What follows belongs to an exercise in optimizing a design on an open flow for small area, a short achievable clock period and few clock cycles per item; a production flow would make more cautious choices.
In this exercise RTL edits were held to simulation tests only and were not proved equivalent to the original.

==> flow/design.v <==
module fme_halfpel_win #(
  parameter int PIX_W = 8,
  parameter int REF_W = 16,
  parameter int REF_H = 16
) (
  input  logic                         clk,
  input  logic                         rst,
  input  logic                         start,
  input  logic [$clog2(REF_W)-1:0]     cx,
  input  logic [$clog2(REF_H)-1:0]     cy,
  output logic                         rd_en,
  output logic [$clog2(REF_W*REF_H)-1:0] rd_addr,
  input  logic [PIX_W-1:0]             rd_data,
  output logic                         busy,
  output logic                         done,
  output logic [9*PIX_W-1:0]           half
);
  localparam int HW = 15;    
  localparam int VW = 20;    
  localparam logic [4:0] W0  = 5'b0_000_0;
  localparam logic [4:0] W1  = 5'b0_001_0;
  localparam logic [4:0] WM4 = 5'b1_000_1;
  localparam logic [4:0] WM5 = 5'b1_001_1;
  localparam logic [4:0] W16 = 5'b0_010_0;
  localparam logic [4:0] W20 = 5'b0_010_1;
  localparam logic [4:0] W36 = 5'b0_100_1;
  function automatic logic [4:0] wt0(input logic [2:0] d, input logic [3:0] ctr);
    if (ctr == 4'd0 && d == 3'd0)       wt0 = W36;
    else if (ctr == 4'd1 && d == 3'd7)  wt0 = W16;
    else if (ctr == 4'd2 && d == 3'd6)  wt0 = WM4;
    else if (ctr == 4'd14 && d == 3'd1) wt0 = WM4;
    else if (ctr == 4'd15 && d == 3'd0) wt0 = W16;
    else case (d)
      3'd5:    wt0 = W1;     
      3'd6:    wt0 = WM5;    
      3'd7:    wt0 = W20;    
      3'd0:    wt0 = W20;
      3'd1:    wt0 = WM5;
      3'd2:    wt0 = W1;
      default: wt0 = W0;
    endcase
  endfunction
  function automatic logic [4:0] wt1(input logic [2:0] d, input logic [3:0] ctr);
    if (ctr == 4'd0 && d == 3'd0)       wt1 = W16;
    else if (ctr == 4'd1 && d == 3'd7)  wt1 = WM4;
    else if (ctr == 4'd13 && d == 3'd2) wt1 = WM4;
    else if (ctr == 4'd14 && d == 3'd1) wt1 = W16;
    else if (ctr == 4'd15 && d == 3'd0) wt1 = W36;
    else case (d)
      3'd6:    wt1 = W1;     
      3'd7:    wt1 = WM5;    
      3'd0:    wt1 = W20;
      3'd1:    wt1 = W20;
      3'd2:    wt1 = WM5;
      3'd3:    wt1 = W1;
      default: wt1 = W0;
    endcase
  endfunction
  function automatic logic [VW-1:0] mac(input logic [VW-1:0] acc, input logic [4:0] w,
                                        input logic [VW-1:0] x);
    logic [VW-1:0] a, b, n;
    n = {VW{w[4]}};
    a = ({VW{w[3]}} & (x << 5)) | ({VW{w[2]}} & (x << 4)) | ({VW{w[1]}} & x);
    b = {VW{w[0]}} & (x << 2);
    mac = acc + (a ^ n) + (b ^ n);
  endfunction
  function automatic logic [PIX_W-1:0] clip5(input logic [HW-1:0] v);
    if (v[HW-1])      clip5 = '0;
    else if (v[HW-2]) clip5 = '1;
    else              clip5 = v[12:5];
  endfunction
  function automatic logic [PIX_W-1:0] clip10(input logic [VW-1:0] v);
    if (v[VW-1])      clip10 = '0;
    else if (v[VW-2]) clip10 = '1;
    else              clip10 = v[17:10];
  endfunction
  function automatic logic neg2_0(input logic [3:0] ctr);
    neg2_0 = !(ctr == 4'd0 || ctr == 4'd1 || ctr == 4'd15);
  endfunction
  function automatic logic neg2_1(input logic [3:0] ctr);
    neg2_1 = !(ctr == 4'd0 || ctr == 4'd14 || ctr == 4'd15);
  endfunction
  function automatic logic [3:0] lo_of(input logic [3:0] p);
    lo_of = (p < 4'd3) ? 4'd0 : p - 4'd3;
  endfunction
  function automatic logic [3:0] hi_of(input logic [3:0] p);
    hi_of = (p > 4'd12) ? 4'd15 : p + 4'd3;
  endfunction
  function automatic logic [3:0] first_of(input logic [3:0] p);
    first_of = (p == 4'd15) ? 4'd12 : p + 4'd1;
  endfunction
  function automatic logic [2:0] dlo_of(input logic [3:0] p);
    dlo_of = (p == 4'd0) ? 3'd0 : (p == 4'd1) ? 3'd7 : (p == 4'd2) ? 3'd6 : 3'd5;
  endfunction
  function automatic logic [2:0] dhi_of(input logic [3:0] p);
    dhi_of = (p == 4'd15) ? 3'd0 : (p == 4'd14) ? 3'd1 : (p == 4'd13) ? 3'd2 : 3'd3;
  endfunction
  function automatic logic [2:0] dfirst_of(input logic [3:0] p);
    dfirst_of = (p == 4'd15) ? 3'd5 : 3'd1;
  endfunction
  logic       accept;
  logic [3:0] cx_q, cy_q;
  logic [3:0] rr, cc;
  logic [2:0] dr, dc;            
  logic       last_a;
  logic       fin;
  assign accept = start & ~busy;
  assign last_a = (dr == 3'd0) && (dc == 3'd0);
  always_ff @(posedge clk or negedge rst) begin
    if (!rst) begin
      busy  <= 1'b0;
      rd_en <= 1'b0;
    end else begin
      busy  <= accept | (busy & ~fin);
      rd_en <= accept | (rd_en & ~last_a);
    end
  end
  always_ff @(posedge clk) begin
    if (!busy) begin
      cx_q <= cx;
      cy_q <= cy;
      rr   <= first_of(cy);
      cc   <= first_of(cx);
      dr   <= dfirst_of(cy);
      dc   <= dfirst_of(cx);
    end else if (rd_en) begin
      if (dc == 3'd0) begin
        cc <= first_of(cx_q);
        dc <= dfirst_of(cx_q);
        if (dr == dhi_of(cy_q)) begin
          rr <= lo_of(cy_q);
          dr <= dlo_of(cy_q);
        end else begin
          rr <= rr + 4'd1;
          dr <= dr + 3'd1;
        end
      end else if (dc == dhi_of(cx_q)) begin
        cc <= lo_of(cx_q);
        dc <= dlo_of(cx_q);
      end else begin
        cc <= cc + 4'd1;
        dc <= dc + 3'd1;
      end
    end
  end
  assign rd_addr = {rr, cc};
  logic       vb, lb;
  logic [2:0] rb, cb;            
  logic [PIX_W-1:0] pix;
  logic       first_b, vflag_b, vnext;
  logic [4:0] a0c, a1c;         
  logic       fstc;             
  logic       vfc;              
  logic       lcc;              
  logic       q1, q2;           
  logic [4:0] nb0, nb1;         
  logic [2:0] tb_d;
  logic [3:0] tb_c;
  logic       w1, w2;           
  assign first_b = (cb == dfirst_of(cx_q));
  assign vflag_b = (cb == 3'd0);
  assign vnext   = vb & vflag_b;
  always_ff @(posedge clk or negedge rst) begin
    if (!rst) begin
      vb   <= 1'b0;
      lb   <= 1'b0;
      fstc <= 1'b0;
      vfc  <= 1'b0;
      lcc  <= 1'b0;
      q1   <= 1'b0;
      q2   <= 1'b0;
      fin  <= 1'b0;
      done <= 1'b0;
    end else begin
      vb   <= rd_en;
      lb   <= rd_en & last_a;
      fstc <= vb & first_b;
      vfc  <= vnext;
      lcc  <= lb;
      q1   <= lcc;
      q2   <= q1;
      fin  <= q2;
      done <= fin;
    end
  end
  always_ff @(posedge clk) begin
    rb  <= dr;
    cb  <= dc;
    pix <= rd_data;
    a0c <= !vb ? W0 : vflag_b ? ((cx_q == 4'd0) ? W36 : (cx_q == 4'd15) ? W16 : W20) : nb0;
    a1c <= !vb ? W0 : vflag_b ? ((cx_q == 4'd0) ? W16 : (cx_q == 4'd15) ? W36 : W20) : nb1;
    w1  <= vfc;
    w2  <= w1;
  end
  logic [HW-1:0] h0, h1, h0n, h1n, hold0, hold1;
  logic [PIX_W-1:0] pxh;         
  logic [4:0]    hb0, hb1;       
  logic [VW-1:0] px;
  logic          hn0, hn1;       
  assign px  = VW'(pix);
  assign h0n = HW'(mac(VW'(fstc ? {10'd0, 2'b10, hn0, ~hn0, 1'b0} : h0), a0c, px));
  assign h1n = HW'(mac(VW'(fstc ? {10'd0, 2'b10, hn1, ~hn1, 1'b0} : h1), a1c, px));
  assign tb_d = vflag_b ? rb : cb;
  assign tb_c = vflag_b ? cy_q : cx_q;
  assign nb0  = wt0(tb_d, tb_c);
  assign nb1  = wt1(tb_d, tb_c);
  always_ff @(posedge clk) begin
    if (!busy) begin
      hn0 <= neg2_0(cx);
      hn1 <= neg2_1(cx);
    end
    h0 <= h0n;
    h1 <= h1n;
    if (vfc) begin
      hold0 <= h0n;
      hold1 <= h1n;
    end
    if (vnext) begin
      pxh <= rd_data;
      hb0 <= nb0;
      hb1 <= nb1;
    end
  end
  logic [1:0]    ph, ph_n;
  logic          updv_n, updh_n, upd_n;
  logic [4:0]    uw0, uw1;       
  logic          xs;             
  logic          zi;             
  logic          zn0, zn1;       
  logic [VW-1:0] r00, r01, r02, r10, r11, r12;
  logic [VW-1:0] x0, x1, s0, s1, pv, a0i, a1i;
  logic          fresh;          
  function automatic logic [1:0] mod3_span(input logic [3:0] p);   
    case (p)
      4'd1, 4'd14: mod3_span = 2'd2;                  
      4'd2, 4'd13: mod3_span = 2'd0;                  
      default:     mod3_span = 2'd1;                  
    endcase
  endfunction
  function automatic logic [1:0] ph_start(input logic [3:0] x, input logic [3:0] y);
    logic [1:0] mx, my, n3;
    mx = mod3_span(x);
    my = mod3_span(y);
    n3 = (mx == 2'd0 || my == 2'd0) ? 2'd0 :
         (mx == my) ? 2'd1 : 2'd2;                     
    case (n3)                                          
      2'd0:    ph_start = 2'd1;
      2'd1:    ph_start = 2'd0;
      default: ph_start = 2'd2;
    endcase
  endfunction
  assign ph_n   = !busy ? ph_start(cx, cy) : (ph == 2'd2) ? 2'd0 : ph + 2'd1;
  assign updv_n = (ph_n == 2'd2) & (vnext | vfc | w1);
  assign updh_n = (ph_n != 2'd2) & (vfc | w1 | w2);
  assign upd_n  = updv_n | updh_n;
  always_ff @(posedge clk) begin
    ph    <= ph_n;
    xs    <= (ph_n == 2'd2);
    fresh <= !busy | (fresh & ~w2);
    zi    <= fresh & upd_n;
    zn0   <= (ph_n == 2'd1) ? neg2_1(cy_q) : neg2_0(cy_q);
    zn1   <= (ph_n == 2'd0) ? neg2_0(cy_q) : neg2_1(cy_q);
    uw0   <= !upd_n ? W0 : (ph_n == 2'd0) ? hb0 : (ph_n == 2'd1) ? hb1 : vnext ? nb0 : hb0;
    uw1   <= !upd_n ? W0 : (ph_n == 2'd0) ? hb0 : (ph_n == 2'd1) ? hb1 : vnext ? nb1 : hb1;
  end
  assign pv = VW'({pxh, 5'b0});
  assign x0 = xs ? pv : {{(VW-HW){hold0[HW-1]}}, hold0};
  assign x1 = xs ? pv : {{(VW-HW){hold1[HW-1]}}, hold1};
  assign a0i = zi ? VW'({xs, 6'b0, zn0, ~zn0, 1'b0}) : r00;
  assign a1i = zi ? VW'({xs, 6'b0, zn1, ~zn1, 1'b0}) : r10;
  assign s0 = mac(a0i, uw0, x0);
  assign s1 = mac(a1i, uw1, x1);
  always_ff @(posedge clk) begin
    r00 <= r01;
    r01 <= r02;
    r02 <= s0;
    r10 <= r11;
    r11 <= r12;
    r12 <= s1;
  end
  always_ff @(posedge clk or negedge rst) begin
    if (!rst) half <= '0;
    else if (fin) begin
      half[0*PIX_W +: PIX_W] <= clip10(r01);
      half[1*PIX_W +: PIX_W] <= clip10(r00);
      half[2*PIX_W +: PIX_W] <= clip10(r11);
      half[3*PIX_W +: PIX_W] <= clip5(hold0);
      half[4*PIX_W +: PIX_W] <= pxh;
      half[5*PIX_W +: PIX_W] <= clip5(hold1);
      half[6*PIX_W +: PIX_W] <= clip10(r02);
      half[7*PIX_W +: PIX_W] <= clip10(r10);
      half[8*PIX_W +: PIX_W] <= clip10(r12);
    end
  end
endmodule
export LEC_CHECK = 0
export ABC_AREA = 1
export CAP_MARGIN = 20
export CORE_MARGIN = 2
export CORE_UTILIZATION = 40
export CTS_CLUSTER_DIAMETER = 150
export CTS_CLUSTER_SIZE = 26
export SLEW_MARGIN = 20
create_clock -name core_clock -period 9.5 [get_ports {clk}]
standard.sh (not shown) runs the stock make flow with config.mk's settings and CLKGATE_MAP_FILE= SYNTH_SCRIPT=/design/flow/synth_recipe.tcl, a recipe that flattens the netlist after the stock synthesis.
==> flow/flow/run.sh <==
#!/bin/bash
set -euo pipefail
MARGIN=6.0
bash standard.sh SETUP_SLACK_MARGIN=$MARGIN "BUFFER_PORTS_ARGS=-buffer_cell sky130_fd_sc_hd__buf_2" finish > orfs_make.log 2>&1
Testbench counts at the start, summed over its fixed seeds: cycles 17,279, items 384.
Rerun with:
--- a/flow/design.v
+++ b/flow/design.v
@@ -168,8 +168,10 @@
       vfc  <= 1'b0;
       lcc  <= 1'b0;
       q1   <= 1'b0;
       q2   <= 1'b0;
+      w1   <= 1'b0;
+      w2   <= 1'b0;
       fin  <= 1'b0;
       done <= 1'b0;
     end else begin
       vb   <= rd_en;
@@ -178,8 +180,10 @@
       vfc  <= vnext;
       lcc  <= lb;
       q1   <= lcc;
       q2   <= q1;
+      w1   <= vfc;
+      w2   <= w1;
       fin  <= q2;
       done <= fin;
     end
   end
@@ -188,10 +192,8 @@
     cb  <= dc;
     pix <= rd_data;
     a0c <= !vb ? W0 : vflag_b ? ((cx_q == 4'd0) ? W36 : (cx_q == 4'd15) ? W16 : W20) : nb0;
     a1c <= !vb ? W0 : vflag_b ? ((cx_q == 4'd0) ? W16 : (cx_q == 4'd15) ? W36 : W20) : nb1;
-    w1  <= vfc;
-    w2  <= w1;
   end
   logic [HW-1:0] h0, h1, h0n, h1n, hold0, hold1;
   logic [PIX_W-1:0] pxh;         
   logic [4:0]    hb0, hb1;       
Result:
- The changed run completed without violations
- setup slack is better by 0.0091 ns
- cell area rose slightly
- first-iteration DRC count shrinks by about a fifth
- critical path depth is lower by 2
- clock skew barely changes
- via count goes up by a few percent
- non-clock buffer count fell by 1
- synthesized area increases slightly
- die area climbs slightly
- sequential share of layout area went down by 0.44 points
- cell count goes up by a few percent
- synthesized cell count grows by a few percent
Testbench counts after the change, summed over its fixed seeds: cycles 17,279, items 384.

========
== run A ==
fme_halfpel_win, a different RTL version from the one above (not shown whole).
Size: ~340 flip-flops, about 0.019 sq mm of cells after synthesis.
==> flow/config.mk <==
export PLATFORM = sky130hd
export DESIGN_NAME = fme_halfpel_win
export DESIGN_NICKNAME = fme_halfpel_win
export VERILOG_FILES = /design/flow/design.v
export SDC_FILE = /design/flow/constraint.sdc
export NUM_CORES = 4
export LEC_CHECK = 0
export ABC_AREA = 1
export CAP_MARGIN = 20
export CORE_MARGIN = 2
export CORE_UTILIZATION = 40
export SLEW_MARGIN = 20
==> flow/constraint.sdc <==
create_clock -name core_clock -period 9.5 [get_ports {clk}]
set_input_delay 1.9000 -clock core_clock [delete_from_list [all_inputs] [get_ports {clk}]]
set_output_delay 1.9000 -clock core_clock [all_outputs]
set_load 0.01 [all_outputs]
==> flow/flow/run.sh <==
#!/bin/bash
set -euo pipefail
MARGIN=6.0
bash standard.sh SETUP_SLACK_MARGIN=$MARGIN finish > orfs_make.log 2>&1
Testbench counts of run A, summed over its fixed seeds: cycles 17,279, items 384.
diff inputs: run A => run B
--- a/flow/design.v
+++ b/flow/design.v
@@ -53,35 +53,41 @@
       3'd1:    wt1 = W20;
       3'd2:    wt1 = WM5;
       3'd3:    wt1 = W1;
       default: wt1 = W0;
     endcase
   endfunction
   function automatic logic [VW-1:0] mac(input logic [VW-1:0] acc, input logic [4:0] w,
                                         input logic [VW-1:0] x);
     logic [VW-1:0] a, b, n;
     n = {VW{w[4]}};
     a = ({VW{w[3]}} & (x << 5)) | ({VW{w[2]}} & (x << 4)) | ({VW{w[1]}} & x);
     b = {VW{w[0]}} & (x << 2);
-    mac = acc + (a ^ n) + (b ^ n) + {w[4], 1'b0};
+    mac = acc + (a ^ n) + (b ^ n);
   endfunction
   function automatic logic [PIX_W-1:0] clip5(input logic [HW-1:0] v);
     if (v[HW-1])      clip5 = '0;
     else if (v[HW-2]) clip5 = '1;
     else              clip5 = v[12:5];
   endfunction
   function automatic logic [PIX_W-1:0] clip10(input logic [VW-1:0] v);
     if (v[VW-1])      clip10 = '0;
     else if (v[VW-2]) clip10 = '1;
     else              clip10 = v[17:10];
+  endfunction
+  function automatic logic neg2_0(input logic [3:0] ctr);
+    neg2_0 = !(ctr == 4'd0 || ctr == 4'd1 || ctr == 4'd15);
+  endfunction
+  function automatic logic neg2_1(input logic [3:0] ctr);
+    neg2_1 = !(ctr == 4'd0 || ctr == 4'd14 || ctr == 4'd15);
   endfunction
   function automatic logic [3:0] lo_of(input logic [3:0] p);
     lo_of = (p < 4'd3) ? 4'd0 : p - 4'd3;
   endfunction
   function automatic logic [3:0] hi_of(input logic [3:0] p);
     hi_of = (p > 4'd12) ? 4'd15 : p + 4'd3;
   endfunction
   function automatic logic [3:0] first_of(input logic [3:0] p);
     first_of = (p == 4'd15) ? 4'd12 : p + 4'd1;
   endfunction
   function automatic logic [2:0] dlo_of(input logic [3:0] p);
     dlo_of = (p == 4'd0) ? 3'd0 : (p == 4'd1) ? 3'd7 : (p == 4'd2) ? 3'd6 : 3'd5;
@@ -179,47 +185,53 @@
     cb  <= dc;
     pix <= rd_data;
     a0c <= vb ? wt0(cb, cx_q) : W0;
     a1c <= vb ? wt1(cb, cx_q) : W0;
     w1  <= vfc;
     w2  <= w1;
   end
   logic [HW-1:0] h0, h1, h0n, h1n, hold0, hold1;
   logic [PIX_W-1:0] pxh;         
   logic [4:0]    hb0, hb1;       
   logic [4:0]    nb0, nb1;
   logic [VW-1:0] px;
+  logic          hn0, hn1;       
   assign px  = VW'(pix);
-  assign h0n = HW'(mac(VW'(fstc ? HW'(16) : h0), a0c, px));
-  assign h1n = HW'(mac(VW'(fstc ? HW'(16) : h1), a1c, px));
+  assign h0n = HW'(mac(VW'(fstc ? {10'd0, 2'b10, hn0, ~hn0, 1'b0} : h0), a0c, px));
+  assign h1n = HW'(mac(VW'(fstc ? {10'd0, 2'b10, hn1, ~hn1, 1'b0} : h1), a1c, px));
   assign nb0 = wt0(rb, cy_q);
   assign nb1 = wt1(rb, cy_q);
   always_ff @(posedge clk) begin
+    if (!busy) begin
+      hn0 <= neg2_0(cx);
+      hn1 <= neg2_1(cx);
+    end
     h0 <= h0n;
     h1 <= h1n;
     if (vfc) begin
       hold0 <= h0n;
       hold1 <= h1n;
     end
     if (vnext) begin
       pxh <= rd_data;
       hb0 <= nb0;
       hb1 <= nb1;
     end
   end
   logic [1:0]    ph, ph_n;
   logic          updv_n, updh_n, upd_n;
   logic [4:0]    uw0, uw1;       
   logic          xs;             
   logic          zi;             
+  logic          zn0, zn1;       
   logic [VW-1:0] r00, r01, r02, r10, r11, r12;
   logic [VW-1:0] x0, x1, s0, s1, pv, a0i, a1i;
   logic          fresh;          
   function automatic logic [1:0] mod3_span(input logic [3:0] p);   
     case (p)
       4'd1, 4'd14: mod3_span = 2'd2;                  
       4'd2, 4'd13: mod3_span = 2'd0;                  
       default:     mod3_span = 2'd1;                  
     endcase
   endfunction
   function automatic logic [1:0] ph_start(input logic [3:0] x, input logic [3:0] y);
     logic [1:0] mx, my, n3;
@@ -233,32 +245,34 @@
       default: ph_start = 2'd2;
     endcase
   endfunction
   assign ph_n   = !busy ? ph_start(cx, cy) : (ph == 2'd2) ? 2'd0 : ph + 2'd1;
   assign updv_n = (ph_n == 2'd2) & (vnext | vfc | w1);
   assign updh_n = (ph_n != 2'd2) & (vfc | w1 | w2);
   assign upd_n  = updv_n | updh_n;
   always_ff @(posedge clk) begin
     ph    <= ph_n;
     xs    <= (ph_n == 2'd2);
     fresh <= !busy | (fresh & ~w2);
     zi    <= fresh & upd_n;
+    zn0   <= (ph_n == 2'd1) ? neg2_1(cy_q) : neg2_0(cy_q);
+    zn1   <= (ph_n == 2'd0) ? neg2_0(cy_q) : neg2_1(cy_q);
     uw0   <= !upd_n ? W0 : (ph_n == 2'd0) ? hb0 : (ph_n == 2'd1) ? hb1 : vnext ? nb0 : hb0;
     uw1   <= !upd_n ? W0 : (ph_n == 2'd0) ? hb0 : (ph_n == 2'd1) ? hb1 : vnext ? nb1 : hb1;
   end
   assign pv = VW'({pxh, 5'b0});
   assign x0 = xs ? pv : {{(VW-HW){hold0[HW-1]}}, hold0};
   assign x1 = xs ? pv : {{(VW-HW){hold1[HW-1]}}, hold1};
-  assign a0i = zi ? (xs ? VW'(512) : '0) : r00;
-  assign a1i = zi ? (xs ? VW'(512) : '0) : r10;
+  assign a0i = zi ? VW'({xs, 6'b0, zn0, ~zn0, 1'b0}) : r00;
+  assign a1i = zi ? VW'({xs, 6'b0, zn1, ~zn1, 1'b0}) : r10;
   assign s0 = mac(a0i, uw0, x0);
   assign s1 = mac(a1i, uw1, x1);
   always_ff @(posedge clk) begin
     r00 <= r01;
     r01 <= r02;
     r02 <= s0;
     r10 <= r11;
     r11 <= r12;
     r12 <= s1;
   end
   always_ff @(posedge clk or negedge rst) begin
     if (!rst) half <= '0;
- Run B: PASS, flow complete, no timing, DRC or antenna violations
- Per the comparison of run B with run A, post-CTS setup repair buffer count moved up; final instance area moved down; synthesized area moved down.
- Against run A, run B reports a final-layout fill cell count that is higher.
- [compare] base=run A new=run B: via total after detailed routing saw little to no change; storage element area saw an increase; routed wire length saw an increase; met3 wirelength from detailed routing saw an increase; setup slack saw a decrease.
Testbench counts of run B, summed over its fixed seeds: cycles 17,279, items 384.

==> port drivers added, routing unchanged <==
No port has a modelled driver above. Below, the same layouts with a new extraction and two added sets of constraints.
Step 1: set_driving_cell puts a clkbuf_16 on clk and a buf_2 on each other input, an assumption about the parent block.
Step 2 adds t to the input delays and takes it off the output delays; t is the mean of the earliest and latest rising clock arrival at the registers after step 1. Input paths then give back, and output paths get back, about the clock's delay inside the block.
Slacks: no drivers / after step 1 / after step 2; pairs: no drivers / after step 1.
run	shift t [ns]	setup slack, ns	worst setup path after step 2	cell pins on the clock port's net
the first run of note 1	0.576	6.163 / 6.163 / 5.739	input to register	1
the second run of note 1	0.580	6.172 / 6.172 / 5.663	input to register	1
run A	0.605	6.053 / 5.999 / 5.611	input to register	1
run B	0.612	6.041 / 5.991 / 5.592	input to register	1
After both steps setup and hold are still met in every run listed. The setup slack of the second run of note 1, which loses most, moves by 0.000 ns with the drivers and by -0.509 ns with both steps.
